This is an optimization exercise on Yosys and OpenROAD, whose aim is small area, a short achievable clock period and few clock cycles per item, not a production implementation. Where RTL was checked, it was by simulation tests only, not by an equivalence proof against the original. The RTL of runs 5 to 8 was laid out without a check of its function. No activity file was given, so power comes from the tool's default toggle rates.

<file path="design/flow/flow/run.sh">
#!/bin/bash
# The standard ORFS flow (the standard.sh, unchanged synthesis), with the
# timing repair after CTS and after global routing asked to keep a setup
# margin, so that it works on the paths that set the achieved period.
set -euo pipefail
bash standard.sh SETUP_SLACK_MARGIN=19.0 finish > run_standard.log 2>&1
</file>
<file path="design/flow/standard.sh">
#!/bin/bash
# synth_recipe.tcl (not shown) runs the flow's synth.tcl, then flattens the netlist and writes it again
# the make line also repeats each setting of config.mk as NAME=value (left out here)
make -C /OpenROAD-flow-scripts/flow DESIGN_CONFIG=/design/flow/config.mk WORK_HOME=/design/flow/orfs CLKGATE_MAP_FILE= SYNTH_SCRIPT=/design/flow/synth_recipe.tcl "${@:-finish}"
</file>
<file path="design/flow/config.mk">
export PLATFORM = sky130hd
export DESIGN_NAME = fifo_hexdump_top
export DESIGN_NICKNAME = fifo_hexdump_top
export VERILOG_FILES = /design/flow/design.v
export SDC_FILE = /design/flow/constraint.sdc
export NUM_CORES = 8
export LEC_CHECK = 0
export ABC_CLOCK_PERIOD_IN_PS = 5000
export CAP_MARGIN = 20
export CORE_MARGIN = 2
export CORE_UTILIZATION = 70
export CTS_CLUSTER_DIAMETER = 60
export CTS_CLUSTER_SIZE = 30
export PLACE_DENSITY = 0.78
export SLEW_MARGIN = 20
export SYNTH_HIERARCHICAL = 1
export SYNTH_MINIMUM_KEEP_SIZE = 0
</file>
<file path="design/flow/constraint.sdc">
create_clock -name core_clock -period 25.0 [get_ports {MCLK}]
set_input_delay 5.0000 -clock core_clock [delete_from_list [all_inputs] [get_ports {MCLK}]]
set_output_delay 5.0000 -clock core_clock [all_outputs]
set_load 0.01 [all_outputs]
</file>
<file path="design/flow/design.v">
`default_nettype none
package fifo_hexdump_pkg;
    localparam int BUF_BIT_AW  = 13;                   
    localparam int BUF_BYTE_AW = 10;                   
    localparam logic [7:0] CHAR_CR    = 8'h0D;
    localparam logic [7:0] CHAR_LF    = 8'h0A;
    localparam logic [7:0] CHAR_SPACE = 8'h20;
    localparam logic [3:0] P_IDLE  = 4'd0;             
    localparam logic [3:0] P_TITLE = 4'd1;             
    localparam logic [3:0] P_HI    = 4'd2;             
    localparam logic [3:0] P_LO    = 4'd3;             
    localparam logic [3:0] P_SP    = 4'd4;             
    localparam logic [3:0] P_CR    = 4'd5;             
    localparam logic [3:0] P_LF    = 4'd6;
    localparam logic [3:0] P_CR2   = 4'd7;             
    localparam logic [3:0] P_LF2   = 4'd8;
    localparam logic [3:0] P_DONE  = 4'd9;             
endpackage
`default_nettype wire
`timescale 1ns/1ns
`default_nettype none
module sipo_buffer #(
    parameter int NBYTES = 480
) (
    input  wire                                        MCLK,
    input  wire                                        buf_wr_en_n,
    input  wire  [fifo_hexdump_pkg::BUF_BIT_AW-1:0]    buf_wr_addr,
    input  wire                                        buf_wr_bit,
    input  wire  [fifo_hexdump_pkg::BUF_BYTE_AW-1:0]   rd_addr,
    output logic [7:0]                                 rd_data
);
    localparam int AW = fifo_hexdump_pkg::BUF_BYTE_AW;
    logic [AW-1:0] na;
    assign na = !buf_wr_en_n ? buf_wr_addr[fifo_hexdump_pkg::BUF_BIT_AW-1:3] : rd_addr;
    logic [7:0] p0_n, p1_n, p2_n;    
    logic [7:0] wsel;                
    logic       w_d;
    always_ff @(posedge MCLK) begin
        for (int i = 0; i < 8; i++) begin
            p0_n[i] <= (na[2:0] != 3'(i));
            p1_n[i] <= (na[5:3] != 3'(i));
            p2_n[i] <= (na[9:6] != 4'(i));
            wsel[i] <= !buf_wr_en_n && (buf_wr_addr[2:0] == 3'(7 - i));
        end
        w_d <= buf_wr_bit;
    end
    localparam int NB = (NBYTES + 7) / 8;
    logic [NB-1:0] blk_n;
    for (genvar j = 0; j < NB; j++) begin : g_blk
        assign blk_n[j] = p1_n[j % 8] | p2_n[j / 8];
    end
    logic [NBYTES-1:0] rsel;
    for (genvar r = 0; r < NBYTES; r++) begin : g_sel
        assign rsel[r] = !(p0_n[r % 8] | blk_n[r / 8]);
    end
    logic [NBYTES-1:0] rdsel;
    row_decode #(
        .NBYTES (NBYTES)
    ) u_rd_dec (
        .p0_n  (p0_n),
        .blk_n (blk_n),
        .sel   (rdsel)
    );
    logic [8*NBYTES-1:0] store;
    localparam int NG = (NBYTES + 2) / 3;
    logic [3*NG-1:0]   gsel;
    logic [24*NG-1:0]  gdat;
    logic [8*NG-1:0]   gy_n;
    assign gsel = (3*NG)'(rdsel);
    assign gdat = (24*NG)'(store);
    for (genvar g = 0; g < NG; g++) begin : g_rd
        rd_group u_rd (
            .sel (gsel[3*g +: 3]),
            .d   (gdat[24*g +: 24]),
            .y_n (gy_n[8*g +: 8])
        );
    end
    always_comb begin
        rd_data = '0;
        for (int g = 0; g < NG; g++) rd_data = rd_data | ~gy_n[8*g +: 8];
    end
    logic [7:0] wbyte;
    for (genvar c = 0; c < 8; c++) begin : g_merge
        assign wbyte[c] = wsel[c] ? w_d : rd_data[c];
    end
    for (genvar r = 0; r < NBYTES; r++) begin : g_row
        always_ff @(posedge MCLK) begin
            if (rsel[r]) store[8*r +: 8] <= wbyte;
        end
    end
endmodule
module row_decode #(
    parameter int NBYTES = 480
) (
    input  wire  [7:0]                  p0_n,
    input  wire  [(NBYTES + 7) / 8 - 1:0] blk_n,
    output logic [NBYTES-1:0]           sel
);
    for (genvar r = 0; r < NBYTES; r++) begin : g_sel
        assign sel[r] = !(p0_n[r % 8] | blk_n[r / 8]);
    end
endmodule
module rd_group (
    input  wire  [2:0]  sel,
    input  wire  [23:0] d,
    output logic [7:0]  y_n
);
    assign y_n = ~((d[7:0] & {8{sel[0]}}) | (d[15:8] & {8{sel[1]}}) | (d[23:16] & {8{sel[2]}}));
endmodule
`default_nettype wire
`timescale 1ns/1ns
`default_nettype none
module text_rom (
    input  wire        boot,
    input  wire  [4:0] idx,
    output logic [7:0] ch
);
    localparam logic [32*8-1:0] BOOT_TITLE = {"BUBBLE MEMORY BOOT LOADER DUMP", 8'h0D, 8'h0A};
    localparam logic [12*8-1:0] USER_TITLE = "USER PAGE 0x";
    always_comb begin
        if (boot) ch = BOOT_TITLE[8*(31 - idx) +: 8];
        else if (idx < 5'd12) ch = USER_TITLE[8*(11 - idx) +: 8];
        else ch = fifo_hexdump_pkg::CHAR_SPACE;
    end
endmodule
`default_nettype wire
`timescale 1ns/1ns
`default_nettype none
module fifo_writer (
    input  wire        MCLK,
    input  wire        rst,
    input  wire        go,           
    input  wire        rel,          
    input  wire  [7:0] ch,           
    input  wire        txe_n,
    output logic       adv,          
    output logic [7:0] fifo_data,
    output logic       wr_n
);
    logic lo2;
    assign adv = !wr_n && !lo2;
    always_ff @(posedge MCLK) begin
        if (rst) begin
            wr_n <= 1'b1;
            lo2  <= 1'b0;
        end else if (!wr_n) begin
            wr_n <= lo2;
            lo2  <= !lo2;
        end else if (go && !rel && !txe_n) begin
            wr_n <= 1'b0;
        end
    end
    always_ff @(posedge MCLK) begin
        fifo_data[6:0] <= ch[6:0];
    end
    assign fifo_data[7] = 1'b0;      
endmodule
`default_nettype wire
`timescale 1ns/1ns
`default_nettype none
module message_sequencer #(
    parameter int BOOT_LINES     = 30,
    parameter int USER_LINES     = 8,
    parameter int BYTES_PER_LINE = 16
) (
    input  wire                                        MCLK,
    input  wire                                        rst,
    input  wire                                        send_boot_n,
    input  wire                                        send_user_n,
    input  wire                                        fifo_en_n,
    input  wire  [11:0]                                rel_page,
    output logic [fifo_hexdump_pkg::BUF_BYTE_AW-1:0]   rd_addr,
    input  wire  [7:0]                                 rd_data,
    input  wire                                        adv,
    output logic                                       go,
    output logic [7:0]                                 ch
);
    localparam int AW         = fifo_hexdump_pkg::BUF_BYTE_AW;
    localparam int BOOT_BYTES = BOOT_LINES * BYTES_PER_LINE;
    localparam int USER_BYTES = USER_LINES * BYTES_PER_LINE;
    localparam int BPL_W      = $clog2(BYTES_PER_LINE);
    logic [3:0]    pos;
    logic          boot;
    logic [4:0]    ti;
    logic [AW-1:0] b;
    logic [7:0]    cur_byte;
    logic [11:0]   page_q;
    assign rd_addr = b;
    always_ff @(posedge MCLK) begin
        cur_byte <= rd_data;
        page_q   <= rel_page;
    end
    logic req, rel;
    assign rel = send_boot_n && send_user_n;
    assign req = !rel && !fifo_en_n;
    logic last_title, line_end, dump_end;
    assign last_title = boot ? (ti == 5'd31) : (ti == 5'd16);
    assign line_end   = (b[BPL_W-1:0] == '0);            
    assign dump_end   = (b == (boot ? AW'(BOOT_BYTES) : AW'(USER_BYTES)));
    always_ff @(posedge MCLK) begin
        if (rst || rel) begin
            pos <= fifo_hexdump_pkg::P_IDLE;
        end else if (pos == fifo_hexdump_pkg::P_IDLE) begin
            if (req) begin
                pos  <= fifo_hexdump_pkg::P_TITLE;
                boot <= !send_boot_n;
                ti   <= '0;
                b    <= '0;
            end
        end else if (adv) begin
            case (pos)
                fifo_hexdump_pkg::P_TITLE: begin
                    ti <= ti + 5'd1;
                    if (last_title) pos <= fifo_hexdump_pkg::P_HI;
                end
                fifo_hexdump_pkg::P_HI: pos <= fifo_hexdump_pkg::P_LO;
                fifo_hexdump_pkg::P_LO: begin
                    b   <= b + AW'(1);                       
                    pos <= fifo_hexdump_pkg::P_SP;
                end
                fifo_hexdump_pkg::P_SP: pos <= line_end ? fifo_hexdump_pkg::P_CR : fifo_hexdump_pkg::P_HI;
                fifo_hexdump_pkg::P_CR:  pos <= fifo_hexdump_pkg::P_LF;
                fifo_hexdump_pkg::P_LF:  pos <= dump_end ? fifo_hexdump_pkg::P_CR2 : fifo_hexdump_pkg::P_HI;
                fifo_hexdump_pkg::P_CR2: pos <= fifo_hexdump_pkg::P_LF2;
                default:                 pos <= fifo_hexdump_pkg::P_DONE;
            endcase
        end
    end
    assign go = (pos != fifo_hexdump_pkg::P_IDLE) && (pos != fifo_hexdump_pkg::P_DONE);
    function automatic logic [7:0] hexc(input logic [3:0] n);
        hexc = (n < 4'd10) ? (8'h30 + {4'h0, n}) : (8'h37 + {4'h0, n});
    endfunction
    logic [7:0] title_ch;
    text_rom u_text_rom (
        .boot (boot),
        .idx  (ti),
        .ch   (title_ch)
    );
    logic [7:0] user_tail;
    always_comb begin
        case (ti)
            5'd12:   user_tail = hexc(page_q[11:8]);
            5'd13:   user_tail = hexc(page_q[7:4]);
            5'd14:   user_tail = hexc(page_q[3:0]);
            5'd15:   user_tail = fifo_hexdump_pkg::CHAR_CR;
            default: user_tail = fifo_hexdump_pkg::CHAR_LF;
        endcase
    end
    always_comb begin
        case (pos)
            fifo_hexdump_pkg::P_TITLE: ch = (boot || ti < 5'd12) ? title_ch : user_tail;
            fifo_hexdump_pkg::P_HI:    ch = hexc(cur_byte[7:4]);
            fifo_hexdump_pkg::P_LO:    ch = hexc(cur_byte[3:0]);
            fifo_hexdump_pkg::P_SP:    ch = fifo_hexdump_pkg::CHAR_SPACE;
            fifo_hexdump_pkg::P_CR,
            fifo_hexdump_pkg::P_CR2:   ch = fifo_hexdump_pkg::CHAR_CR;
            default:                   ch = fifo_hexdump_pkg::CHAR_LF;
        endcase
    end
endmodule
`default_nettype wire
`timescale 1ns/1ns
`default_nettype none
module fifo_hexdump_top #(
    parameter int BOOT_LINES     = 30,
    parameter int USER_LINES     = 8,
    parameter int BYTES_PER_LINE = 16
) (
    input  wire                                  MCLK,
    input  wire                                  rst,
    input  wire                                  buf_wr_en_n,
    input  wire  [fifo_hexdump_pkg::BUF_BIT_AW-1:0] buf_wr_addr,
    input  wire                                  buf_wr_bit,
    input  wire                                  send_boot_n,
    input  wire                                  send_user_n,
    input  wire  [11:0]                          rel_page,
    input  wire                                  fifo_en_n,
    input  wire                                  txe_n,
    output logic [7:0]                           fifo_data,
    output logic                                 wr_n
);
    localparam int MAX_LINES = (BOOT_LINES > USER_LINES) ? BOOT_LINES : USER_LINES;
    logic [fifo_hexdump_pkg::BUF_BYTE_AW-1:0] rd_addr;
    logic [7:0]                               rd_data;
    logic                                     go;
    logic                                     adv;
    logic [7:0]                               ch;
    sipo_buffer #(
        .NBYTES (MAX_LINES * BYTES_PER_LINE)
    ) u_sipo_buffer (
        .MCLK        (MCLK),
        .buf_wr_en_n (buf_wr_en_n),
        .buf_wr_addr (buf_wr_addr),
        .buf_wr_bit  (buf_wr_bit),
        .rd_addr     (rd_addr),
        .rd_data     (rd_data)
    );
    message_sequencer #(
        .BOOT_LINES     (BOOT_LINES),
        .USER_LINES     (USER_LINES),
        .BYTES_PER_LINE (BYTES_PER_LINE)
    ) u_message_sequencer (
        .MCLK        (MCLK),
        .rst         (rst),
        .send_boot_n (send_boot_n),
        .send_user_n (send_user_n),
        .fifo_en_n   (fifo_en_n),
        .rel_page    (rel_page),
        .rd_addr     (rd_addr),
        .rd_data     (rd_data),
        .adv         (adv),
        .go          (go),
        .ch          (ch)
    );
    fifo_writer u_fifo_writer (
        .MCLK      (MCLK),
        .rst       (rst),
        .go        (go),
        .rel       (send_boot_n && send_user_n),
        .ch        (ch),
        .txe_n     (txe_n),
        .adv       (adv),
        .fifo_data (fifo_data),
        .wr_n      (wr_n)
    );
endmodule
`default_nettype wire
</file>
==> summary.txt, run 1 <==
Layout Area Growth over Synthesis = 6.38%
Period minus WS final = 6320 ps
Leak pwr = 0.0459 uW
Final #Nets = 7441
Met2 WL = 163 mm
Drt drc = 0
Crit end category = primary output
Clk pin slew, worst setup/hold paths = 100 ps
Hold depth = 2
Worst skew pair latency = 890 ps
Final wirelength = 345 mm
Final worst setup slack = 18680 ps
Multi-input gate area = 22600 um2
Setup TNS = 0 ps
Worst setup SP type = flop
R2R depth = 11
Via count = 79900
Clock buffer depth = 3
Antenna Nets Post-Route = 0
Routed len/inst = 33.8 um
Pwr dens = 79.0 nW/um2
Io pins = 42
Largest net degree at the start of global routing = 249
Pre-CTS setup slack = 17780 ps
Kind of critical path = reg -> out
Starting Density = 70.4%
Core ar. = 202000 um2
Crit path max fanout = 1
WP data required = 20000 ps
Crit path DAT = 1320 ps
M1 WL = 121 mm
First-pass GRT wire length = 496 mm
Critical Path Slowest Stage Cell = dfxtp_2
Flop2flop setup slack = 19010 ps
Number of global-route vias before repair = 74400
Worst VDD drop = 0.0796 mV
Sink Count = 3922
CTS hold repair buffers = 0
CP peak stage delay = 340 ps
MaxCap Viol Count = 0
Crit Reg-Reg Endpoint = u_sipo_buffer.store[1705]$_DFFE_PN_
Fin crit share = 25.3%
CTS Buf Count = 185
Site Rows = 165
Total length of routed met3 wires = 47.4 mm
Syn Area/Cell = 18.7 um2
TritonRoute pass-1 iters = 15
Proportion of layout cells with a drive suffix above 1 = 7.80%
IO Port Bufs = 40
Die area = 207000 um2
Total grt overflow = 0
Clock root cell = clkbuf_16
Reg2reg start = u_sipo_buffer.p0_n[3]$_DFF_P_
CTS H-tree depth = 4
CP delay by family, top = flip-flops
Die W = 455 um
Uppermost layer routed = met5
Final slew viol count = 0
DRT iter0 DRCs = 19100
FF+latch area = 117000 um2
Headroom to the max-slew limit = 22.9%
Initial antenna violation count = 9
Worst hold endpoint = u_fifo_writer.lo2$_SDFFE_PP0N_
WP buf/inv = 1
Ys Warns = 11
Syn Nets = 7685
Vias per inst = 7.82
Die height = 455 um
Fillers = 10700
Final setup viols = 0
Worst min-delay path class = reg -> reg
Worst-Margin Slew = 1160 ps
Min-delay src = u_fifo_writer.lo2$_SDFFE_PP0N_
Syn Inst Count = 7632
Cells along the critical path = buf_6
CTS tree = built
Worst Skew = 52.9 ps
Detailed placement HPWL = 202 mm
Syn Std Cell Area = 142000 um2
Final hold vios = 0
RSZ-0062 raised after global routing = true
Achievable clock frequency = 0.158 GHz
GR Util All Layers = 32.6%
Final core utilization = 74.9%
Status = finished clean
GPL Wtd Cong = 0.926
report_power, final:
group	switching, uW	leakage (uW)	internal [uW]
clock network	2130	0.00311	1570
logic	569	0.00690	86.3
registers	28.9	0.0358	7580
tightest hold or removal path: cells and delay by family, from the launching register on:
family        cells  cell delay (ps)
flops             1              360
xor+xnor          1               80
simple gates      1               70
worst max path at each step:
stage	startpoint	to	slack (ps)	cells after the start
floorplan	send_boot_n	u_message_sequencer.b[0]$_SDFFCE_PP0P_	18840	4
global placement	u_sipo_buffer.p0_n[3]$_DFF_P_	u_sipo_buffer.store[1060]$_DFFE_PN_	17690	11
detailed placement	u_sipo_buffer.p0_n[0]$_DFF_P_	u_sipo_buffer.store[1468]$_DFFE_PN_	17780	11
CTS	u_fifo_writer.fifo_data[5]$_DFF_P_	fifo_data[5]	18620	1
global route	u_fifo_writer.fifo_data[5]$_DFF_P_	fifo_data[5]	18630	1
finish	u_fifo_writer.fifo_data[5]$_DFF_P_	fifo_data[5]	18680	1
area by class of cell:
class	instances	share of cell area [%]
Clock inverter	124	1.03
Sequential cell	3922	77.4
Clock buffer	209	3.23
Inverter	36	0.0925
Antenna cell	12	0.0198
Timing Repair Buffer	143	1.16
Multi-Input combinational cell	3100	14.9
Tap cell	2672	2.21
per-layer routing:
metal | global-route usage (%) | vias up
li1 | - | 32400
met2 | 50.2 | 7033
met3 | 6.16 | 782
met5 | 0 | -
met1 | 47.5 | 39700
met4 | 12.3 | 6
timing repair:
item | 4_1_cts | 5_1_grt
pin swaps | 3 | 4
gates cloned | 1 | 3
setup buffers | 10 | 20
gates resized for setup | 96 | 26
setup endpoints to repair | 2878 | 1163
through the flow:
stage                     total power [uW]  std cells  hold slack [ps]  cell area (um2)
after global routing                 12200      10200              589           151000
final                                12000      10200              543           151000
after global placement                8340       9829              496           144000
after detailed placement              8370       9831              526           144000
after CTS                            11900      10200              547           151000
after floorplan                       8120       7632              480           142000
flip-flops by register name, indices dropped and copies added (netlist names):
| register | cells |
|---|---|
| u_message_sequencer.boot | 1 |
| u_sipo_buffer.w_d | 1 |
| u_fifo_writer.lo2 | 1 |
| u_fifo_writer.fifo_data | 7 |
| u_sipo_buffer.p1_n | 8 |
| u_message_sequencer.b | 10 |
| u_sipo_buffer.p2_n | 8 |
| u_message_sequencer.cur_byte | 8 |
| u_sipo_buffer.wsel | 8 |
| u_message_sequencer.page_q | 12 |
| u_fifo_writer.wr_n | 1 |
| u_message_sequencer.pos | 4 |
| u_sipo_buffer.store | 3840 |
| u_sipo_buffer.p0_n | 8 |
| u_message_sequencer.ti | 5 |
placed cells by master, fill, tap and decap left out, types with 14 or more instances in the layout:
| master | count |
|---|---|
| clkbuf_1 | 15 |
| a222oi_1 | 1281 |
| o21ai_0 | 24 |
| buf_6 | 25 |
| nor2_1 | 1001 |
| dfxtp_2 | 15 |
| a21oi_1 | 27 |
| inv_8 | 22 |
| inv_1 | 31 |
| or2_2 | 59 |
| dfxtp_1 | 43 |
| inv_6 | 26 |
| nand2_1 | 53 |
| buf_4 | 50 |
| nor4_1 | 44 |
| buf_16 | 14 |
| nor4_2 | 29 |
| clkinv_8 | 23 |
| clkbuf_16 | 194 |
| edfxtp_1 | 3856 |
| clkdlybuf4s50_1 | 32 |
| ha_1 | 20 |
| nand4_1 | 339 |
Testbench counts, summed over its fixed seeds: cycles 57,032, chars 18,976.
==> run 2: changes to the inputs <==
--- a/design/flow/config.mk
+++ b/design/flow/config.mk
@@ -8,10 +8,10 @@
 export ABC_CLOCK_PERIOD_IN_PS = 5000
 export CAP_MARGIN = 20
 export CORE_MARGIN = 2
-export CORE_UTILIZATION = 70
+export CORE_UTILIZATION = 55
 export CTS_CLUSTER_DIAMETER = 60
 export CTS_CLUSTER_SIZE = 30
-export PLACE_DENSITY = 0.78
+export PLACE_DENSITY = 0.62
 export SLEW_MARGIN = 20
 export SYNTH_HIERARCHICAL = 1
 export SYNTH_MINIMUM_KEEP_SIZE = 0
==> run 2 against run 1 <==
Core utilization decreased by 15 points. Design area rose by 1.4%. Worst hold slack better by 26 ps. Power up 4.0%. First-iteration DRC count decreased by 26%. Sequential cell count stayed put. Still clean on timing, DRC and antenna. Clock power increased by 13%. Die area increased by 27%.
==> summary.txt, run 2 <==
Status = finished clean
Final Power = 12400 uW
Multi-input gate area = 22700 um2
Crit Reg-Reg Endpoint = u_sipo_buffer.store[3623]$_DFFE_PN_
Leak pwr = 0.0464 uW
First-pass GRT wire length = 508 mm
Clk pin slew, worst setup/hold paths = 100 ps
GR Util All Layers = 26.1%
Clock root cell = clkbuf_16
Die height = 513 um
Reg2reg start = u_sipo_buffer.p1_n[1]$_DFF_P_
Fin area = 154000 um2
Ys Warns = 11
Starting Density = 55.4%
Die W = 513 um
Final slew viol count = 0
Period minus WS final = 6350 ps
CP delay by family, top = flip-flops
Final setup viols = 0
Crit path max fanout = 1
FF+latch area = 117000 um2
Final #Nets = 7462
Hold Worst Slack = 569 ps
Syn Inst Count = 7632
Top Registers = u_sipo_buffer.store x3840, u_message_sequencer.page_q x12, u_message_sequencer.b x10
DRT iter0 DRCs = 14100
Sink Count = 3922
Crit path DAT = 1350 ps
TritonRoute pass-1 iters = 15
Number of global-route vias before repair = 73100
Achievable clock frequency = 0.157 GHz
Fin crit share = 25.4%
Largest net degree at the start of global routing = 220
Flop2flop setup slack = 19050 ps
Initial antenna violation count = 14
MaxCap Viol Count = 0
R2R depth = 11
Max reg flops = 3840
Headroom to the max-slew limit = 21.5%
Worst hold endpoint = u_fifo_writer.lo2$_SDFFE_PP0N_
Min-delay src = u_fifo_writer.lo2$_SDFFE_PP0N_
Core ar. = 257000 um2
RSZ-0062 raised after global routing = true
Layout Area Growth over Synthesis = 7.84%
Commonest non-fill, non-tap cell in the layout = edfxtp_1
Total grt overflow = 0
CTS Buf Count = 214
Kind of critical path = reg -> out
WP data required = 20000 ps
Worst setup SP type = flop
Vias per inst = 7.01
Worst Skew = 91.8 ps
Most frequent cells in the layout = edfxtp_1, a222oi_1, nor2_1, nand4_1, clkbuf_16
CTS tree = built
Final hold vios = 0
IO Port Bufs = 40
Area after DPL = 145000 um2
CTS hold repair buffers = 0
Fillers = 18200
Syn Std Cell Area = 142000 um2
CP peak stage delay = 340 ps
Worst min-delay path class = reg -> reg
Worst VDD drop = 0.0741 mV
Clock buffer depth = 4
Syn Nets = 7685
Die area = 263000 um2
Worst skew pair latency = 950 ps
Routed len/inst = 32.2 um
Final wirelength = 353 mm
Worst-Margin Slew = 1170 ps
Antenna Nets Post-Route = 0
Cells along the critical path = buf_6
CTS H-tree depth = 4
Site Rows = 186
WP buf/inv = 1
Proportion of layout cells with a drive suffix above 1 = 8.59%
Io pins = 42
GPL Wtd Cong = 0.870
Final core utilization = 59.7%
Critical Path Slowest Stage Cell = dfxtp_2
Setup TNS = 0 ps
Crit end category = primary output
Reg with most FFs = u_sipo_buffer.store
Pwr dens = 81.0 nW/um2
Detailed placement HPWL = 213 mm
Drt drc = 0
Via count = 76900
Hold depth = 2
Syn Area/Cell = 18.7 um2
-- run 2: area by class of cell --
type / instances / area share [%]
Antenna cell: 3 / 0.00489
Clock buffer: 221 / 3.53
Clock inverter: 167 / 1.51
Inverter: 36 / 0.0913
Multi-Input combinational cell: 3100 / 14.8
Sequential cell: 3922 / 76.3
Tap cell: 3384 / 2.76
Timing Repair Buffer: 135 / 0.991
-- run 2: stage by stage --
step | std cells | setup WS (ps)
2_1_floorplan | 7632 | 18840
3_3_place_gp | 10600 | 17680
3_5_place_dp | 10600 | 17830
4_1_cts | 11000 | 18590
5_1_grt | 11000 | 18600
6_report | 11000 | 18650
-- run 2: timing repair --
item / CTS / global route
cloned: 1 / 1
buffers inserted: 11 / 5
resized for setup: 114 / 26
setup endpoints to repair: 2813 / 747
pin swaps: 7 / 7
-- run 2: worst reg2reg max path, stage by stage (launching register included) --
cell	delay (ps)
dfxtp_1	590
buf_4	280
or2_2	400
nor2_1	230
a222oi_1	530
nand4_1	230
nor4_1	1000
nand4_1	190
or3_4	470
mux2_8	520
buf_6	410
buf_12	430
-- run 2: routing by layer --
layer	up-vias	global-route usage, %	routed length [um]
li1	32500	-	-
met4	6	7.70	11700
met3	513	3.28	31000
met2	4274	42.3	171000
met1	39600	37.5	139000
met5	-	0	49
-- run 2: power by group --
part           leakage, uW  internal (uW)  switching (uW)  total, uW
clock              0.00374           1860            2310       4170
sequential          0.0358           7580            30.6       7610
combinational      0.00687           80.0             570        650
total               0.0464           9520            2910      12400
-- run 2: how the worst max path moves through the flow --
stage                                                   endpoint  cells after the start  slack, ps                          startpoint
after detailed placement      u_sipo_buffer.store[902]$_DFFE_PN_                     11      17830       u_sipo_buffer.p0_n[5]$_DFF_P_
after floorplan           u_message_sequencer.b[0]$_SDFFCE_PP0P_                      4      18840                         send_boot_n
after CTS                                           fifo_data[1]                      1      18590  u_fifo_writer.fifo_data[1]$_DFF_P_
after global routing                                fifo_data[1]                      1      18600  u_fifo_writer.fifo_data[1]$_DFF_P_
final                                               fifo_data[1]                      1      18650  u_fifo_writer.fifo_data[1]$_DFF_P_
after global placement       u_sipo_buffer.store[2327]$_DFFE_PN_                     10      17680       u_sipo_buffer.p1_n[0]$_DFF_P_
==> run 3: changes to the inputs <==
--- a/design/flow/config.mk
+++ b/design/flow/config.mk
@@ -9,8 +9,8 @@
 export CAP_MARGIN = 20
 export CORE_MARGIN = 2
 export CORE_UTILIZATION = 55
-export CTS_CLUSTER_DIAMETER = 60
-export CTS_CLUSTER_SIZE = 30
+export CTS_CLUSTER_DIAMETER = 80
+export CTS_CLUSTER_SIZE = 28
 export PLACE_DENSITY = 0.62
 export SLEW_MARGIN = 20
 export SYNTH_HIERARCHICAL = 1
==> run 3 against run 2 <==
Synthesized area stayed put. Clock-buffer cell count is 16 lower. Non-clock buffer count is 4 lower. Critical endpoint is now wr_n. Largest power group unchanged.
==> summary.txt, run 3 <==
Pwr dens = 76.9 nW/um2
Status = finished clean
GR Util All Layers = 26.0%
TritonRoute pass-1 iters = 11
Clk pin slew, worst setup/hold paths = 100 ps
Drt drc = 0
Final #Nets = 7414
Crit path DAT = 1300 ps
Largest net degree at the start of global routing = 220
Final hold vios = 0
CP delay by family, top = flip-flops
CTS Buf Count = 169
Sink Count = 3922
IO Port Bufs = 40
CTS tree = built
Clock root cell = clkbuf_16
Io pins = 42
Final Power = 11600 uW
Starting Density = 55.4%
Final setup viols = 0
Final core utilization = 58.7%
Max reg flops = 3840
Reg with most FFs = u_sipo_buffer.store
Crit path max fanout = 2
Worst Skew = 39.7 ps
Commonest non-fill, non-tap cell in the layout = edfxtp_1
CTS H-tree depth = 4
WP data required = 20000 ps
CP peak stage delay = 340 ps
GPL Wtd Cong = 0.870
Vias per inst = 7.06
Worst skew pair latency = 870 ps
Worst setup SP type = flop
Worst min-delay path class = reg -> reg
Die area = 263000 um2
Detailed placement HPWL = 213 mm
DRT iter0 DRCs = 14100
Initial antenna violation count = 12
Kind of critical path = reg -> out
Core ar. = 257000 um2
Worst-Margin Slew = 1180 ps
Syn Area/Cell = 18.7 um2
Die W = 513 um
Most frequent cells in the layout = edfxtp_1, a222oi_1, nor2_1, nand4_1, clkbuf_16
Syn Inst Count = 7632
Fin crit share = 25.2%
First-pass GRT wire length = 505 mm
Headroom to the max-slew limit = 21.4%
Period minus WS final = 6300 ps
Routed len/inst = 32.5 um
Total grt overflow = 0
Syn Nets = 7685
Ys Warns = 11
Achievable clock frequency = 0.159 GHz
Worst VDD drop = 0.0924 mV
Critical Path Slowest Stage Cell = dfxtp_2
Proportion of layout cells with a drive suffix above 1 = 6.73%
Crit end category = primary output
WP buf/inv = 1
Via count = 76600
Non-Filler Instances = 10800
Final wirelength = 352 mm
Dpl cells = 10600
Leak pwr = 0.0452 uW
Cells along the critical path = buf_6
RSZ-0062 raised after global routing = true
Die height = 513 um
Top Registers = u_sipo_buffer.store x3840, u_message_sequencer.page_q x12, u_message_sequencer.b x10
MaxCap Viol Count = 0
Antenna Nets Post-Route = 0
Setup TNS = 0 ps
Layout Area Growth over Synthesis = 6.03%
Syn Std Cell Area = 142000 um2
Fillers = 18400
Site Rows = 186
Number of global-route vias before repair = 72800
Final slew viol count = 0
Clock buffer depth = 3
run 3: final timing paths:
check	cells after the start	start	slack, ps	endpoint
max	1	u_fifo_writer.wr_n$_SDFF_PP1_	18700	wr_n
min	2	u_fifo_writer.lo2$_SDFFE_PP0N_	570	u_fifo_writer.lo2$_SDFFE_PP0N_
max reg2reg	10	u_sipo_buffer.p0_n[6]$_DFF_P_	19000	u_sipo_buffer.store[2879]$_DFFE_PN_
min reg2reg	2	u_fifo_writer.lo2$_SDFFE_PP0N_	570	u_fifo_writer.lo2$_SDFFE_PP0N_
run 3: worst register-to-register path: stages (launching register included):
cell and delay (ps):
dfxtp_4 630, buf_16 380, nor2_1 440, a222oi_1 560, nand4_1 300, nor4_4 660
nand4_1 480, or3_4 510, mux2_8 510, buf_6 380, buf_12 430
run 3: layout make-up:
cell class	count	area [um2]	area share, %
Sequential cell	3922	117000	77.6
Multi-Input combinational cell	3101	22700	15.1
Clock buffer	205	4420	2.92
Tap cell	3384	4230	2.80
Timing Repair Buffer	131	1480	0.983
Clock inverter	59	796	0.527
Inverter	36	140	0.0928
Antenna cell	5	12.5	0.00829
run 3: timing repair:
item | CTS | global route
endpoints found under the setup margin | 2792 | 761
cloned | 1 | 2
buffers inserted | 11 | 1
hold buffers | 0 | 0
pin swaps | 7 | 7
resized for setup | 112 | 20
run 3: power by group:
part | internal [uW] | switching, uW | total (uW) | leakage (uW)
combinational | 80.3 | 571 | 651 | 0.00684
sequential | 7580 | 31.1 | 7610 | 0.0358
clock | 1380 | 1970 | 3350 | 0.00251
run 3: per-layer routing:
layer	up-vias	part of all wire, %	wire (um)	track usage (%)
met5	-	0.011	38	0
met4	6	2.9	10200	7.10
met3	459	8.6	30200	3.10
met1	39600	39	139000	37.4
met2	4254	49	172000	42.4
li1	32300	-	-	-
run 3: metrics by stage:
step / area (um2) / hold WS [ps] / setup slack [ps]
2_1_floorplan: 142000 / 480 / 18840
3_3_place_gp: 145000 / 494 / 17680
3_5_place_dp: 145000 / 550 / 17830
4_1_cts: 151000 / 578 / 18630
5_1_grt: 151000 / 597 / 18630
6_report: 151000 / 573 / 18700
==> run 4: changes to the inputs <==
--- a/design/flow/config.mk
+++ b/design/flow/config.mk
@@ -8,10 +8,10 @@
 export ABC_CLOCK_PERIOD_IN_PS = 5000
 export CAP_MARGIN = 20
 export CORE_MARGIN = 2
-export CORE_UTILIZATION = 55
+export CORE_UTILIZATION = 70
 export CTS_CLUSTER_DIAMETER = 80
 export CTS_CLUSTER_SIZE = 28
-export PLACE_DENSITY = 0.62
+export PLACE_DENSITY = 0.78
 export SLEW_MARGIN = 20
 export SYNTH_HIERARCHICAL = 1
 export SYNTH_MINIMUM_KEEP_SIZE = 0
==> run 4 against run 3 <==
Still clean on timing, DRC and antenna. Clock power decreased by 6.9%. Non-clock buffer count decreased by 1. Die area decreased by 21%. Sequential cell count unchanged. Power decreased by 2.0%. Clock-buffer cell count increased by 4. Maximum frequency decreased by 0.17%. Cell count decreased by 6.9%. Via count increased by 3.5%. Sequential power about the same. Global-route usage increased by 6.4 points. Combinational power about the same. Critical endpoint unchanged.
==> summary.txt, run 4 <==
Status = finished clean
Headroom to the max-slew limit = 25.3%
Met2 Use GR = 49.9%
TritonRoute pass-1 iters = 17
IO Port Bufs = 40
Worst skew pair latency = 880 ps
Clock root cell = clkbuf_16
Drt drc = 0
Dpl cells = 9831
CP peak stage delay = 340 ps
Syn Nets = 7685
Final slew viol count = 0
Detailed placement HPWL = 202 mm
Non-Filler Instances = 10100
CTS tree = built
Worst setup SP type = flop
RSZ-0062 raised after global routing = true
Layout Area Growth over Synthesis = 5.00%
Die area = 207000 um2
Max reg flops = 3840
Routed len/inst = 33.8 um
Initial antenna violation count = 10
Vias per inst = 7.85
Most frequent cells in the layout = edfxtp_1, a222oi_1, nor2_1, nand4_1, clkbuf_16
Final core utilization = 74.0%
Syn Std Cell Area = 142000 um2
Fin crit share = 25.3%
Commonest non-fill, non-tap cell in the layout = edfxtp_1
Sink Count = 3922
Site Rows = 165
Critical Path Slowest Stage Cell = dfxtp_2
Number of global-route vias before repair = 73900
Leak pwr = 0.0449 uW
GR Layer Usage met1 = 47.2%
CTS Buf Count = 161
Final hold vios = 0
Final setup viols = 0
Die W = 455 um
Final wirelength = 342 mm
WP data required = 20000 ps
Met3 usage = 6.06%
First-pass GRT wire length = 492 mm
CP delay by family, top = flip-flops
Ys Warns = 11
Total grt overflow = 0
Gr busiest metal = met2
Clk pin slew, worst setup/hold paths = 100 ps
Kind of critical path = reg -> out
Die height = 455 um
Starting Density = 70.4%
Cells along the critical path = buf_6
Pwr dens = 76.1 nW/um2
CTS hold repair buffers = 0
GPL Wtd Cong = 0.926
Core ar. = 202000 um2
Worst-Margin Slew = 1120 ps
Crit end category = primary output
MaxCap Viol Count = 0
Syn Area/Cell = 18.7 um2
Top Registers = u_sipo_buffer.store x3840, u_message_sequencer.page_q x12, u_message_sequencer.b x10
Via count = 79300
Period minus WS final = 6310 ps
Achievable clock frequency = 0.158 GHz
GR Util All Layers = 32.4%
Final Power = 11400 uW
CTS H-tree depth = 4
Worst Skew = 58.0 ps
Setup TNS = 0 ps
Worst VDD drop = 0.0814 mV
WP buf/inv = 1
DRT iter0 DRCs = 18400
Clock buffer depth = 3
Crit path max fanout = 2
Crit path DAT = 1310 ps
Worst min-delay path class = reg -> reg
Syn Inst Count = 7632
Proportion of layout cells with a drive suffix above 1 = 6.09%
Io pins = 42
Final #Nets = 7405
Largest net degree at the start of global routing = 241
Antenna Nets Post-Route = 0
Reg with most FFs = u_sipo_buffer.store
run 4: changes by cell type in the layout (fill, tap and decap cells not counted), moves of 5 or more:
cell       previous run  this run
nor4_1               33        39
clkinv_8             11         2
nor4_4               21        16
clkbuf_16           170       165
buf_6                29        24
clkbuf_1             32        44
bufinv_16             7         1
inv_6                14         8
buf_12               10        15
run 4: where the power goes:
group	internal, uW	leakage [uW]	switching (uW)
Clock	1250	0.00221	1870
Sequential	7580	0.0358	31.0
Combinational	85.4	0.00687	565
Total	8910	0.0449	2470
run 4: area by class of cell:
| cell class | instances | area (um2) |
|---|---|---|
| Antenna cell | 6 | 15.0 |
| Inverter | 36 | 140 |
| Tap cell | 2672 | 3340 |
| Multi-Input combinational cell | 3101 | 22600 |
| Clock buffer | 209 | 4290 |
| Timing Repair Buffer | 130 | 1620 |
| Fill cell | 11000 | 52600 |
| Clock inverter | 22 | 289 |
| Sequential cell | 3922 | 117000 |
run 4: through the flow:
step | hold WS, ps | worst slack (ps) | instance area, um2
after floorplan | 480 | 18840 | 142000
after global placement | 496 | 17690 | 144000
after detailed placement | 526 | 17780 | 144000
after CTS | 550 | 18630 | 149000
after global routing | 593 | 18640 | 149000
final | 553 | 18690 | 149000
run 4: worst paths after layout:
| path | start | endpoint | slack [ps] | cells past startpoint |
|---|---|---|---|---|
| hold reg to reg | u_fifo_writer.lo2$_SDFFE_PP0N_ | u_fifo_writer.lo2$_SDFFE_PP0N_ | 550 | 2 |
| hold / removal | u_fifo_writer.lo2$_SDFFE_PP0N_ | u_fifo_writer.lo2$_SDFFE_PP0N_ | 550 | 2 |
| setup reg to reg | u_sipo_buffer.p0_n[0]$_DFF_P_ | u_sipo_buffer.store[3718]$_DFFE_PN_ | 18960 | 11 |
| setup / recovery | u_fifo_writer.wr_n$_SDFF_PP1_ | wr_n | 18690 | 1 |
run 4: repair_timing:
action                                   CTS  global route
resized for setup                         95            32
endpoints found under the setup margin  2878          1109
endpoints found under the hold margin      0             0
pin swaps                                  3             6
cloned                                     2             2
buffers inserted                           9            11
run 4: per-layer routing:
metal	routed length, um	share of wire [%]
met1	120000	35
met4	14500	4.2
met3	46900	14
met2	160000	47
met5	65	0.019
==> run 5: changes to the inputs <==
--- a/design/flow/design.v
+++ b/design/flow/design.v
@@ -226,7 +226,7 @@
             endcase
         end
     end
-    assign go = (pos != fifo_hexdump_pkg::P_IDLE) && (pos != fifo_hexdump_pkg::P_DONE);
+    assign go = (pos == fifo_hexdump_pkg::P_IDLE) ? req : (pos != fifo_hexdump_pkg::P_DONE);
     function automatic logic [7:0] hexc(input logic [3:0] n);
         hexc = (n < 4'd10) ? (8'h30 + {4'h0, n}) : (8'h37 + {4'h0, n});
     endfunction
@@ -248,6 +248,7 @@
     end
     always_comb begin
         case (pos)
+            fifo_hexdump_pkg::P_IDLE:  ch = send_boot_n ? "U" : "B";         
             fifo_hexdump_pkg::P_TITLE: ch = (boot || ti < 5'd12) ? title_ch : user_tail;
             fifo_hexdump_pkg::P_HI:    ch = hexc(cur_byte[7:4]);
             fifo_hexdump_pkg::P_LO:    ch = hexc(cur_byte[3:0]);
==> run 5 against run 4 <==
Still clean. Combinational power rose by 4.8%. Wire length fell by 0.78%. Design area barely moved. Synthesized area barely moved. Sequential share of layout area barely moved. Maximum frequency rose by 0.22%. Clock skew rose by 9.6 ps. Core utilization barely moved. Sequential power barely moved. Via count fell by 0.52%.
==> summary.txt, run 5 <==
Worst setup SP type = flop
Pwr dens = 76.5 nW/um2
Final worst setup slack = 18700 ps
CTS H-tree depth = 4
Crit path max fanout = 1
Top Registers = u_sipo_buffer.store x3840, u_message_sequencer.page_q x12, u_message_sequencer.b x10
Die height = 455 um
RSZ-0062 raised after global routing = true
Clk pwr share = 27.3%
TritonRoute pass-1 iters = 14
Leak pwr = 0.0449 uW
Dpl cells = 9835
GR Util All Layers = 32.1%
WP buf/inv = 1
Clk pin slew, worst setup/hold paths = 100 ps
Layout Area Growth over Synthesis = 5.07%
Antenna Nets Post-Route = 0
Drt drc = 0
Status = finished clean
Syn Std Cell Area = 142000 um2
Achievable clock frequency = 0.159 GHz
Die area = 207000 um2
Number of global-route vias before repair = 74000
Worst Skew = 67.6 ps
Setup TNS = 0 ps
Routed len/inst = 33.5 um
Total grt overflow = 0
Vias per inst = 7.81
Crit path DAT = 1300 ps
Final hold vios = 0
Fin crit share = 25.2%
Headroom to the max-slew limit = 9.78%
Reg with most FFs = u_sipo_buffer.store
Pre-CTS setup slack = 17660 ps
CTS Buf Count = 161
Ys Warns = 11
Final wirelength = 339 mm
Syn Nets = 7692
Clock root cell = clkbuf_16
Worst min-delay path class = reg -> reg
Combinational power share = 6.0%
Die W = 455 um
Largest net degree at the start of global routing = 253
Sw Share = 21.9%
Worst VDD drop = 0.0849 mV
Syn Area/Cell = 18.6 um2
Io pins = 42
Core ar. = 202000 um2
Final slew viol count = 0
Site Rows = 165
First-pass GRT wire length = 490 mm
Non-Filler Instances = 10100
WP data required = 20000 ps
Worst skew pair latency = 880 ps
Critical Path Slowest Stage Cell = dfxtp_2
Worst-Margin Slew = 1350 ps
Max reg flops = 3840
Sink Count = 3922
Seq pwr share = 66.7%
IO Port Bufs = 40
Final setup viols = 0
Syn Inst Count = 7639
Switching power = 2510 uW
CP peak stage delay = 330 ps
Detailed placement HPWL = 201 mm
Cells along the critical path = buf_6
Power Internal = 8930 uW
Via count = 78900
Commonest non-fill, non-tap cell in the layout = edfxtp_1
Proportion of layout cells with a drive suffix above 1 = 6.07%
CTS tree = built
Clock buffer depth = 3
Period minus WS final = 6300 ps
Crit end category = primary output
Most frequent cells in the layout = edfxtp_1, a222oi_1, nor2_1, nand4_1, clkbuf_16
GPL Wtd Cong = 0.901
Initial antenna violation count = 15
Final #Nets = 7407
MaxCap Viol Count = 0
DRT iter0 DRCs = 18300
CP delay by family, top = flip-flops
Kind of critical path = reg -> out
Starting Density = 70.4%
## run 5: timing repair
| action | in CTS | in global routing |
|---|---|---|
| hold buffers | 0 | 0 |
| endpoints found under the setup margin | 3345 | 1104 |
| setup buffers | 7 | 6 |
| resized for setup | 109 | 35 |
| gates cloned | 5 | 7 |
| hold endpoints to repair | 0 | 0 |
| pin swaps | 4 | 2 |
## run 5: power by group through the flow
| stage | Sequential, uW | Combinational [uW] | Clock, uW |
|---|---|---|---|
| after floorplan | 7850 | 297 | 0 |
| after global placement | 7790 | 587 | 0 |
| after detailed placement | 7790 | 620 | 0 |
| after CTS | 7630 | 648 | 3130 |
| after global routing | 7630 | 724 | 3340 |
| final | 7630 | 681 | 3120 |
## run 5: area by class of cell
cell class	instances	area [um2]
Antenna cell	5	12.5
Clock buffer	212	4230
Clock inverter	25	412
Fill cell	10900	52600
Inverter	36	135
Multi-Input combinational cell	3109	22700
Sequential cell	3922	117000
Tap cell	2672	3340
Timing Repair Buffer	124	1530
## run 5: routing by layer
layer / GRT usage, % / wire, um / vias to the layer above
met1: 46.3 / 119000 / 39100
met4: 13.7 / 15900 / 14
li1: - / - / 32300
met5: 0 / 112 / -
met3: 5.81 / 44100 / 802
met2: 49.4 / 160000 / 6688
## run 5: stage by stage
step / hold WS (ps) / power [uW] / instance area (um2) / utilization, %
after global routing: 625 / 11700 / 150000 / 74.0
after floorplan: 480 / 8150 / 142000 / -
after global placement: 521 / 8370 / 144000 / 71.1
final: 545 / 11400 / 150000 / 74.0
after detailed placement: 536 / 8410 / 144000 / 71.2
after CTS: 563 / 11400 / 149000 / 73.7
## run 5: path summary, 6_finish.rpt
check,end,slack [ps],cells after the start,startpoint
hold / removal,u_fifo_writer.lo2$_SDFFE_PP0N_,550,2,u_fifo_writer.lo2$_SDFFE_PP0N_
setup reg to reg,u_sipo_buffer.store[2640]$_DFFE_PN_,18880,10,u_sipo_buffer.p1_n[0]$_DFF_P_
setup / recovery,fifo_data[1],18700,1,u_fifo_writer.fifo_data[1]$_DFF_P_
hold reg to reg,u_fifo_writer.lo2$_SDFFE_PP0N_,550,2,u_fifo_writer.lo2$_SDFFE_PP0N_
==> run 6: changes to the inputs <==
==> design/flow/flow/run.sh (replaced) <==
#!/bin/bash
# The standard ORFS flow (the standard.sh, unchanged synthesis), with the
# timing repair after CTS and after global routing asked to keep a setup
# margin, so that it works on the paths that set the achieved period.
set -euo pipefail
bash standard.sh SETUP_SLACK_MARGIN=18.75 finish > run_standard.log 2>&1
==> run 6 against run 5 <==
Sequential power barely moved. Synthesized area did not move. Clock power hardly changed. Register-to-register slack worse by 240 ps. Largest cell class unchanged.
==> summary.txt, run 6 <==
Status = finished clean
Clk pin slew, worst setup/hold paths = 100 ps
Top Registers = u_sipo_buffer.store x3840, u_message_sequencer.page_q x12, u_message_sequencer.b x10
Antenna Nets Post-Route = 0
RSZ-0062 raised after global routing = true
Die area = 207000 um2
Clock root cell = clkbuf_16
Period minus WS final = 6360 ps
Initial antenna violation count = 6
Largest net degree at the start of global routing = 214
Worst VDD drop = 0.0853 mV
Pre-CTS setup slack = 17780 ps
Crit end category = flop
Starting Density = 70.4%
Crit path DAT = 6840 ps
Max reg flops = 3840
Drt drc = 0
Leak pwr = 0.0447 uW
Total grt overflow = 0
Vias per inst = 7.82
Final Power = 11400 uW
Io pins = 42
CP Capture Point = u_sipo_buffer.store[3548]$_DFFE_PN_
Number of global-route vias before repair = 73700
Via count = 78900
CTS hold repair buffers = 0
Kind of critical path = reg -> reg
Final core utilization = 73.7%
Worst setup SP type = flop
Area after DPL = 144000 um2
Syn Area/Cell = 18.6 um2
Clock buffer depth = 3
Most frequent cells in the layout = edfxtp_1, a222oi_1, nor2_1, nand4_1, clkbuf_16
Sink Count = 3922
IO Port Bufs = 40
Commonest non-fill, non-tap cell in the layout = edfxtp_1
Fin area = 149000 um2
Final hold vios = 0
Crit Reg-Reg Endpoint = u_sipo_buffer.store[3548]$_DFFE_PN_
Headroom to the max-slew limit = 22.7%
GR Util All Layers = 31.9%
Site Rows = 165
Flop2flop setup slack = 18640 ps
Final #Nets = 7405
R2R depth = 10
Final setup viols = 0
Worst min-delay path class = reg -> reg
Routed len/inst = 33.3 um
CTS tree = built
Proportion of layout cells with a drive suffix above 1 = 5.72%
Syn Inst Count = 7639
Detailed placement HPWL = 201 mm
Worst Skew = 44.5 ps
Reg2reg start = u_sipo_buffer.p0_n[6]$_DFF_P_
Die height = 455 um
Crit path from = u_sipo_buffer.p0_n[6]$_DFF_P_
GPL Wtd Cong = 0.926
DRT iter0 DRCs = 17700
Fillers = 11000
Achievable clock frequency = 0.157 GHz
Fin crit share = 25.4%
Syn Std Cell Area = 142000 um2
First-pass GRT wire length = 487 mm
CTS Buf Count = 161
Core ar. = 202000 um2
Syn Nets = 7692
Ys Warns = 11
Worst-Margin Slew = 1160 ps
Worst skew pair latency = 880 ps
Die W = 455 um
Layout Area Growth over Synthesis = 4.65%
CTS H-tree depth = 4
Final worst setup slack = 18640 ps
Final wirelength = 336 mm
MaxCap Viol Count = 0
Reg with most FFs = u_sipo_buffer.store
Crit path max fanout = 111
Final slew viol count = 0
WP data required = 25470 ps
Setup TNS = 0 ps
Pwr dens = 76.5 nW/um2
TritonRoute pass-1 iters = 17
==> run 6: final cells by class <==
class	instances	area, um2	share of cell area, %
tap	2672	3340	2.24
inverter	36	135	0.0907
sequential	3922	117000	78.6
multi-input combinational	3103	22400	15.0
timing repair buffer	128	1350	0.906
clock buffer	206	4340	2.91
antenna	11	27.5	0.0185
clock inverter	14	205	0.138
==> run 6: worst max-delay path, stage by stage (launching register included) <==
cell and delay, ps:
dfxtp_4 670, buf_8 420, nor2_1 240, a222oi_1 580, nand4_1 290, nor4_1 960
nand4_1 620, or3_4 530, mux2_8 590, buf_4 430, buf_4 440
==> run 6: how the worst min path moves through the flow <==
| stage | start | to | slack (ps) | cells after the start |
|---|---|---|---|---|
| floorplan | u_fifo_writer.lo2$_SDFFE_PP0N_ | u_fifo_writer.lo2$_SDFFE_PP0N_ | 480 | 2 |
| CTS | u_fifo_writer.lo2$_SDFFE_PP0N_ | u_fifo_writer.lo2$_SDFFE_PP0N_ | 530 | 2 |
| detailed placement | u_fifo_writer.lo2$_SDFFE_PP0N_ | u_fifo_writer.lo2$_SDFFE_PP0N_ | 510 | 2 |
| global placement | u_fifo_writer.lo2$_SDFFE_PP0N_ | u_fifo_writer.lo2$_SDFFE_PP0N_ | 510 | 2 |
| global route | u_fifo_writer.lo2$_SDFFE_PP0N_ | u_fifo_writer.lo2$_SDFFE_PP0N_ | 570 | 2 |
| finish | u_fifo_writer.lo2$_SDFFE_PP0N_ | u_fifo_writer.lo2$_SDFFE_PP0N_ | 520 | 2 |
==> run 6: layer usage <==
layer / up-vias / GRT usage, % / wire length, um
met5: - / 0 / 11
met4: 2 / 13.5 / 15800
met3: 775 / 5.47 / 42500
met2: 6443 / 49.1 / 158000
met1: 39400 / 46.3 / 120000
li1: 32200 / - / -
==> run 6: what timing repair did <==
action                      CTS  global route
pin swaps                     2             5
resized for setup            75            27
setup endpoints to repair  1943          1018
setup buffers                 5            11
==> run 6: power breakdown <==
part	switching, uW	internal [uW]
clock network	1860	1250
registers	28.4	7600
logic	586	74.7
total	2470	8930
==> run 6: per-stage QoR <==
| step | hold slack, ps | cells |
|---|---|---|
| after floorplan | 480 | 7639 |
| after global routing | 573 | 10100 |
| final | 525 | 10100 |
| after detailed placement | 510 | 9845 |
| after CTS | 531 | 10100 |
| after global placement | 512 | 9845 |
==> run 7: changes to the inputs <==
--- a/design/flow/design.v
+++ b/design/flow/design.v
@@ -44,29 +44,16 @@
         end
         w_d <= buf_wr_bit;
     end
-    localparam int NB = (NBYTES + 7) / 8;
-    logic [NB-1:0] blk_n;
-    for (genvar j = 0; j < NB; j++) begin : g_blk
-        assign blk_n[j] = p1_n[j % 8] | p2_n[j / 8];
-    end
     logic [NBYTES-1:0] rsel;
     for (genvar r = 0; r < NBYTES; r++) begin : g_sel
-        assign rsel[r] = !(p0_n[r % 8] | blk_n[r / 8]);
+        assign rsel[r] = !(p0_n[r % 8] | p1_n[(r / 8) % 8] | p2_n[r / 64]);
     end
-    logic [NBYTES-1:0] rdsel;
-    row_decode #(
-        .NBYTES (NBYTES)
-    ) u_rd_dec (
-        .p0_n  (p0_n),
-        .blk_n (blk_n),
-        .sel   (rdsel)
-    );
     logic [8*NBYTES-1:0] store;
     localparam int NG = (NBYTES + 2) / 3;
     logic [3*NG-1:0]   gsel;
     logic [24*NG-1:0]  gdat;
     logic [8*NG-1:0]   gy_n;
-    assign gsel = (3*NG)'(rdsel);
+    assign gsel = (3*NG)'(rsel);
     assign gdat = (24*NG)'(store);
     for (genvar g = 0; g < NG; g++) begin : g_rd
         rd_group u_rd (
@@ -89,17 +76,6 @@
         end
     end
 endmodule
-module row_decode #(
-    parameter int NBYTES = 480
-) (
-    input  wire  [7:0]                  p0_n,
-    input  wire  [(NBYTES + 7) / 8 - 1:0] blk_n,
-    output logic [NBYTES-1:0]           sel
-);
-    for (genvar r = 0; r < NBYTES; r++) begin : g_sel
-        assign sel[r] = !(p0_n[r % 8] | blk_n[r / 8]);
-    end
-endmodule
 module rd_group (
     input  wire  [2:0]  sel,
     input  wire  [23:0] d,
@@ -130,7 +106,6 @@
     input  wire        MCLK,
     input  wire        rst,
     input  wire        go,           
-    input  wire        rel,          
     input  wire  [7:0] ch,           
     input  wire        txe_n,
     output logic       adv,          
@@ -146,12 +121,12 @@
         end else if (!wr_n) begin
             wr_n <= lo2;
             lo2  <= !lo2;
-        end else if (go && !rel && !txe_n) begin
+        end else if (go && !txe_n) begin
             wr_n <= 1'b0;
         end
     end
     always_ff @(posedge MCLK) begin
-        fifo_data[6:0] <= ch[6:0];
+        if (wr_n) fifo_data[6:0] <= ch[6:0];
     end
     assign fifo_data[7] = 1'b0;      
 endmodule
@@ -226,7 +201,7 @@
             endcase
         end
     end
-    assign go = (pos == fifo_hexdump_pkg::P_IDLE) ? req : (pos != fifo_hexdump_pkg::P_DONE);
+    assign go = (pos != fifo_hexdump_pkg::P_IDLE) && (pos != fifo_hexdump_pkg::P_DONE);
     function automatic logic [7:0] hexc(input logic [3:0] n);
         hexc = (n < 4'd10) ? (8'h30 + {4'h0, n}) : (8'h37 + {4'h0, n});
     endfunction
@@ -248,7 +223,6 @@
     end
     always_comb begin
         case (pos)
-            fifo_hexdump_pkg::P_IDLE:  ch = send_boot_n ? "U" : "B";         
             fifo_hexdump_pkg::P_TITLE: ch = (boot || ti < 5'd12) ? title_ch : user_tail;
             fifo_hexdump_pkg::P_HI:    ch = hexc(cur_byte[7:4]);
             fifo_hexdump_pkg::P_LO:    ch = hexc(cur_byte[3:0]);
@@ -317,7 +291,6 @@
         .MCLK      (MCLK),
         .rst       (rst),
         .go        (go),
-        .rel       (send_boot_n && send_user_n),
         .ch        (ch),
         .txe_n     (txe_n),
         .adv       (adv),
==> design/flow/run.sh (new file) <==
#!/bin/bash
# synth_recipe.tcl (not shown) runs the flow's synth.tcl, then flattens the netlist and writes it again
# the make line also repeats each setting of config.mk as NAME=value (left out here)
make -C /OpenROAD-flow-scripts/flow DESIGN_CONFIG=/design/flow/config.mk WORK_HOME=/design/flow/orfs CLKGATE_MAP_FILE= SYNTH_SCRIPT=/design/flow/synth_recipe.tcl finish
==> design/flow/config.mk (replaced) <==
export PLATFORM = sky130hd
export DESIGN_NAME = fifo_hexdump_top
export DESIGN_NICKNAME = fifo_hexdump_top
export VERILOG_FILES = /design/flow/design.v
export SDC_FILE = /design/flow/constraint.sdc
export NUM_CORES = 8
export LEC_CHECK = 0
export ABC_CLOCK_PERIOD_IN_PS = 5000
export CAP_MARGIN = 40
export CORE_MARGIN = 2
export CORE_UTILIZATION = 55
export CTS_CLUSTER_DIAMETER = 60
export CTS_CLUSTER_SIZE = 30
export PLACE_DENSITY = 0.62
export SLEW_MARGIN = 60
export SYNTH_HIERARCHICAL = 1
export SYNTH_MINIMUM_KEEP_SIZE = 0
removed: design/flow/flow/run.sh
removed: design/flow/standard.sh
==> run 7 against run 6 <==
Still clean. Maximum frequency fell by 11%. Power increased by 11%. Clock skew up 39 ps. Clock power is 29% higher. Synthesized area is 1.8% lower. Combinational power grew about 40%. Worst setup slack worse by 760 ps. Clock-buffer cell count is 6 lower. Critical path type is now reg -> out. Largest cell class unchanged. Highest routed layer unchanged.
==> summary.txt, run 7 <==
CTS tree = built
Crit end category = primary output
Pre-CTS setup slack = 18160 ps
CP peak stage delay = 630 ps
Syn Inst Count = 7050
Final worst setup slack = 17880 ps
Headroom to the max-slew limit = 55.1%
Multi-input gate area = 21000 um2
Die height = 508 um
Clock root cell = clkbuf_16
Max reg flops = 3840
MaxCap Viol Count = 0
Starting Density = 55.2%
Drt drc = 0
Worst VDD drop = 0.0785 mV
Post-CTS setup buffers = 0
Hold Worst Slack = 470 ps
Crit path max fanout = 11
Fin crit share = 28.5%
Final slew viol count = 0
Setup TNS = 0 ps
Detailed placement HPWL = 241 mm
FF+latch area = 117000 um2
Initial antenna violation count = 18
Worst Skew = 83.9 ps
Clock buffer depth = 3
Syn Area/Cell = 19.8 um2
Kind of critical path = reg -> out
TritonRoute pass-1 iters = 13
Die W = 508 um
CTS Buf Count = 199
GR Util All Layers = 28.3%
Top Registers = u_sipo_buffer.store x3840, u_message_sequencer.page_q x12, u_message_sequencer.b x10
CTS H-tree depth = 4
Site Rows = 185
Critical Path Slowest Stage Cell = clkdlybuf4s50_1
Worst-Margin Slew = 674 ps
Final core utilization = 61.9%
Die area = 258000 um2
Syn Nets = 7103
Syn Std Cell Area = 140000 um2
IO Port Bufs = 40
Layout Area Growth over Synthesis = 12.2%
Pwr dens = 80.9 nW/um2
Sink Count = 3922
Achievable clock frequency = 0.140 GHz
Worst setup SP type = flop
Final wirelength = 372 mm
Final hold vios = 0
CTS hold repair buffers = 0
PostCTS Resize Cnt = 0
Antenna Nets Post-Route = 0
Final setup viols = 0
RSZ-0062 raised after global routing = false
Fillers = 17700
Clk pin slew, worst setup/hold paths = 100 ps
CP delay by family, top = buffers and inverters
Period minus WS final = 7120 ps
Largest net degree at the start of global routing = 98
Reg with most FFs = u_sipo_buffer.store
WP data required = 20000 ps
GPL Wtd Cong = 0.901
Worst skew pair latency = 940 ps
Crit path DAT = 2120 ps
Leak pwr = 0.0491 uW
Status = finished clean
Core ar. = 253000 um2
Vias per inst = 6.99
Proportion of layout cells with a drive suffix above 1 = 16.5%
DRT iter0 DRCs = 17200
Most frequent cells in the layout = edfxtp_1, a222oi_1, buf_4, nor2_1, nand4_1
First-pass GRT wire length = 526 mm
Final #Nets = 7669
Commonest non-fill, non-tap cell in the layout = edfxtp_1
Via count = 78000
Total grt overflow = 0
Io pins = 42
Cells along the critical path = clkdlybuf4s50_1
WP buf/inv = 1
Worst min-delay path class = reg -> reg
Ys Warns = 11
Number of global-route vias before repair = 71300
Routed len/inst = 33.4 um
-- run 7: cell types whose count changed in the layout (fill, tap and decap cells not counted), sizes merged, moves of 7 or more --
cell and delta:
buf +664, nor2 -520, clkinv +66, inv +65, nor3 +34, clkdlybuf4s15 +19
dlymetal6s2s +15, clkinvlp +10, clkdlybuf4s50 +7, dfxtp -7, edfxtp +7, nand2 +7
-- run 7: per-stage QoR --
stage,total power [uW],cells,instance area (um2)
2_1_floorplan,8400,7050,140000
5_1_grt,13000,11100,157000
6_report,12700,11200,157000
3_5_place_dp,8820,10800,149000
4_1_cts,12700,11100,156000
3_3_place_gp,8680,10600,147000
-- run 7: cell type report --
cell class	instances	area share (%)
flip-flops and latches	3922	74.7
multi-input cells	2624	13.4
repair buffers	838	4.47
clock buffers	200	3.18
well taps	3366	2.68
clock inverters	165	1.53
inverters	31	0.0741
diodes	11	0.0175
-- run 7: path summary, 6_finish.rpt --
kind | startpoint | endpoint | slack (ps) | cells after the start
setup / recovery | u_fifo_writer.wr_n$_SDFF_PP1_ | wr_n | 17880 | 1
hold / removal | u_fifo_writer.lo2$_SDFFE_PP0N_ | u_fifo_writer.lo2$_SDFFE_PP0N_ | 470 | 2
setup reg to reg | u_sipo_buffer.p2_n[5]$_DFF_P_ | u_sipo_buffer.store[47]$_DFFE_PP_ | 19020 | 14
hold reg to reg | u_fifo_writer.lo2$_SDFFE_PP0N_ | u_fifo_writer.lo2$_SDFFE_PP0N_ | 470 | 2
-- run 7: per-layer routing --
layer / part of all wire [%] / global-route usage (%)
met1: 41 / 44.5
met2: 44 / 40.7
met3: 11 / 5.25
met4: 2.9 / 7.81
met5: 0.028 / 0.148
-- run 7: where the power goes --
group | switching [uW] | internal [uW] | total, uW
clock network | 2310 | 1690 | 4000
logic | 728 | 197 | 925
registers | 32.1 | 7740 | 7770
total | 3070 | 9620 | 12700
==> run 8: changes to the inputs <==
==> design/flow/flow/run.sh (new file) <==
#!/bin/bash
# The standard ORFS flow (the standard.sh, unchanged synthesis), with the
# timing repair after CTS and after global routing asked to keep a setup
# margin, so that it works on the paths that set the achieved period.
set -euo pipefail
bash standard.sh SETUP_SLACK_MARGIN=18.4 finish > run_standard.log 2>&1
==> design/flow/standard.sh (new file) <==
#!/bin/bash
# synth_recipe.tcl (not shown) runs the flow's synth.tcl, then flattens the netlist and writes it again
# the make line also repeats each setting of config.mk as NAME=value (left out here)
make -C /OpenROAD-flow-scripts/flow DESIGN_CONFIG=/design/flow/config.mk WORK_HOME=/design/flow/orfs CLKGATE_MAP_FILE= SYNTH_SCRIPT=/design/flow/synth_recipe.tcl "${@:-finish}"
removed: design/flow/run.sh
==> run 8 against run 7 <==
Sequential cell count is the same. Largest cell class unchanged. Wire length shrank 2.0%. Via count shrank 1.3%. Design area is essentially flat. First-iteration DRC count shrank 4.2%. Power grew 1.1%. Critical path depth is the same. Maximum frequency grew 9.1%. Global-route usage shrank 0.53 points. Non-clock buffer count shrank 100. Critical path type unchanged. Worst setup slack gained 590 ps.
==> summary.txt, run 8 <==
Headroom to the max-slew limit = 56.1%
Clock root cell = clkbuf_16
Routed len/inst = 32.9 um
Fin area = 157000 um2
Worst setup SP type = flop
GR Util All Layers = 27.7%
Area after DPL = 148000 um2
Syn Std Cell Area = 140000 um2
WP data required = 20000 ps
Total grt overflow = 0
IO Port Bufs = 40
Die W = 508 um
Status = finished clean
Sink Count = 3922
Proportion of layout cells with a drive suffix above 1 = 16.2%
Io pins = 42
Via count = 77000
Cells along the critical path = dlygate4sd2_1
Crit path DAT = 1530 ps
Worst Skew = 98.6 ps
Max reg flops = 3840
RSZ-0062 raised after global routing = false
Clk pin slew, worst setup/hold paths = 80 ps
Core ar. = 253000 um2
Largest net degree at the start of global routing = 106
CTS H-tree depth = 4
Worst-Margin Slew = 652 ps
First-pass GRT wire length = 518 mm
Final setup viols = 0
Starting Density = 55.2%
Initial antenna violation count = 25
Vias per inst = 6.95
Syn Inst Count = 7050
Commonest non-fill, non-tap cell in the layout = edfxtp_1
Final wirelength = 365 mm
WP buf/inv = 1
Most frequent cells in the layout = edfxtp_1, a222oi_1, buf_4, nor2_1, nand4_1
Detailed placement HPWL = 232 mm
Syn Area/Cell = 19.8 um2
Period minus WS final = 6530 ps
TritonRoute pass-1 iters = 11
CTS Buf Count = 210
Die height = 508 um
Final core utilization = 61.9%
Worst min-delay path class = reg -> reg
Final #Nets = 7580
DRT iter0 DRCs = 16500
MaxCap Viol Count = 0
Top Registers = u_sipo_buffer.store x3840, u_message_sequencer.page_q x12, u_message_sequencer.b x10
Ys Warns = 11
Kind of critical path = reg -> out
GPL Wtd Cong = 0.893
Clock buffer depth = 3
Achievable clock frequency = 0.153 GHz
Reg with most FFs = u_sipo_buffer.store
Leak pwr = 0.0491 uW
CP delay by family, top = flip-flops
Die area = 258000 um2
Syn Nets = 7103
Layout Area Growth over Synthesis = 12.3%
Fillers = 17600
Antenna Nets Post-Route = 0
Worst skew pair latency = 940 ps
CTS tree = built
Pwr dens = 81.8 nW/um2
Fin crit share = 26.1%
Critical Path Slowest Stage Cell = dfxtp_4
Worst VDD drop = 0.0875 mV
Site Rows = 185
CP peak stage delay = 350 ps
Number of global-route vias before repair = 70800
Drt drc = 0
Crit path max fanout = 2
Final hold vios = 0
Crit end category = primary output
Final slew viol count = 0
Setup TNS = 0 ps
[run 8: timing repair]
action | in CTS | in global routing
gates resized for setup | 17 | 0
endpoints found under the hold margin | 0 | 0
hold buffers | 0 | 0
buffers inserted | 1 | 0
endpoints found under the setup margin | 8 | 0
[run 8: where the power goes]
group / internal, uW / switching [uW] / leakage (uW)
clock network: 1810 / 2370 / 0.00379
logic: 185 / 713 / 0.00954
registers: 7740 / 30.7 / 0.0358
total: 9730 / 3110 / 0.0491
[run 8: area by class of cell]
class	instances	area [um2]	share of cell area, %
Timing Repair Buffer	738	6400	4.07
Clock inverter	178	2520	1.61
Sequential cell	3922	117000	74.7
Antenna cell	8	20.0	0.0128
Inverter	31	116	0.0741
Multi-Input combinational cell	2624	21200	13.5
Tap cell	3366	4210	2.68
Clock buffer	218	5330	3.39
[run 8: final timing paths]
kind                                  start                                   to  slack (ps)  cells after the start
max reg2reg   u_sipo_buffer.p0_n[0]$_DFF_P_  u_sipo_buffer.store[1982]$_DFFE_PP_       18600                     14
max           u_fifo_writer.wr_n$_SDFF_PP1_                                 wr_n       18470                      1
min          u_fifo_writer.lo2$_SDFFE_PP0N_       u_fifo_writer.lo2$_SDFFE_PP0N_         490                      2
min reg2reg  u_fifo_writer.lo2$_SDFFE_PP0N_       u_fifo_writer.lo2$_SDFFE_PP0N_         490                      2
[run 8: stage by stage]
| step | power, uW | setup slack (ps) | instances | hold slack [ps] |
|---|---|---|---|---|
| after global routing | 13200 | 18410 | 11100 | 524 |
| final | 12800 | 18470 | 11100 | 494 |
| after detailed placement | 8790 | 18070 | 10600 | 492 |
| after global placement | 8670 | 17790 | 10500 | 455 |
| after CTS | 12900 | 18410 | 11000 | 504 |
| after floorplan | 8400 | 18480 | 7050 | 431 |
[run 8: routing by layer]
metal / vias to the layer above / routed length [um] / GRT usage [%]
met1: 40000 / 152000 / 43.0
met2: 4294 / 163000 / 40.3
li1: 32200 / - / -
met3: 466 / 38700 / 5.31
met4: 30 / 11700 / 8.31
met5: - / 205 / 0.315

afterwards: timing with drivers on the ports:
No port has a modelled driver above. Below, the same layouts with a new extraction and two added sets of constraints.
Step 1: set_driving_cell puts a clkbuf_16 on MCLK and a buf_2 on each other input, an assumption about the parent block.
Step 2 also shifts input and output timing later by t, the mid clock arrival at the registers, as if the neighbouring blocks saw the same clock.
Three values: ideal ports, drivers, drivers and shift; two values: the first two.
run | t, ns | setup slack, ns | worst setup path after step 2 | worst register clock-pin slew, ns
run 1 | 0.960 | 18.681 / 18.586 / 18.128 | input to register | 0.11 / 0.11
run 2 | 1.002 | 18.646 / 18.552 / 18.135 | input to register | 0.11 / 0.11
run 3 | 0.936 | 18.697 / 18.607 / 18.164 | input to register | 0.11 / 0.11
run 4 | 0.945 | 18.687 / 18.595 / 18.190 | input to register | 0.11 / 0.11
run 5 | 0.943 | 18.700 / 18.603 / 18.208 | input to register | 0.11 / 0.11
run 6 | 0.945 | 18.638 / 18.602 / 17.983 | input to register | 0.11 / 0.11
run 7 | 0.990 | 17.876 / 17.785 / 18.129 | input to register | 0.11 / 0.11
run 8 | 0.988 | 18.470 / 18.376 / 18.084 | input to register | 0.11 / 0.11
After both steps every run listed still meets setup and hold. For run 6, which loses most, drivers alone change the setup slack by -0.036 ns; drivers and shift together by -0.655 ns.
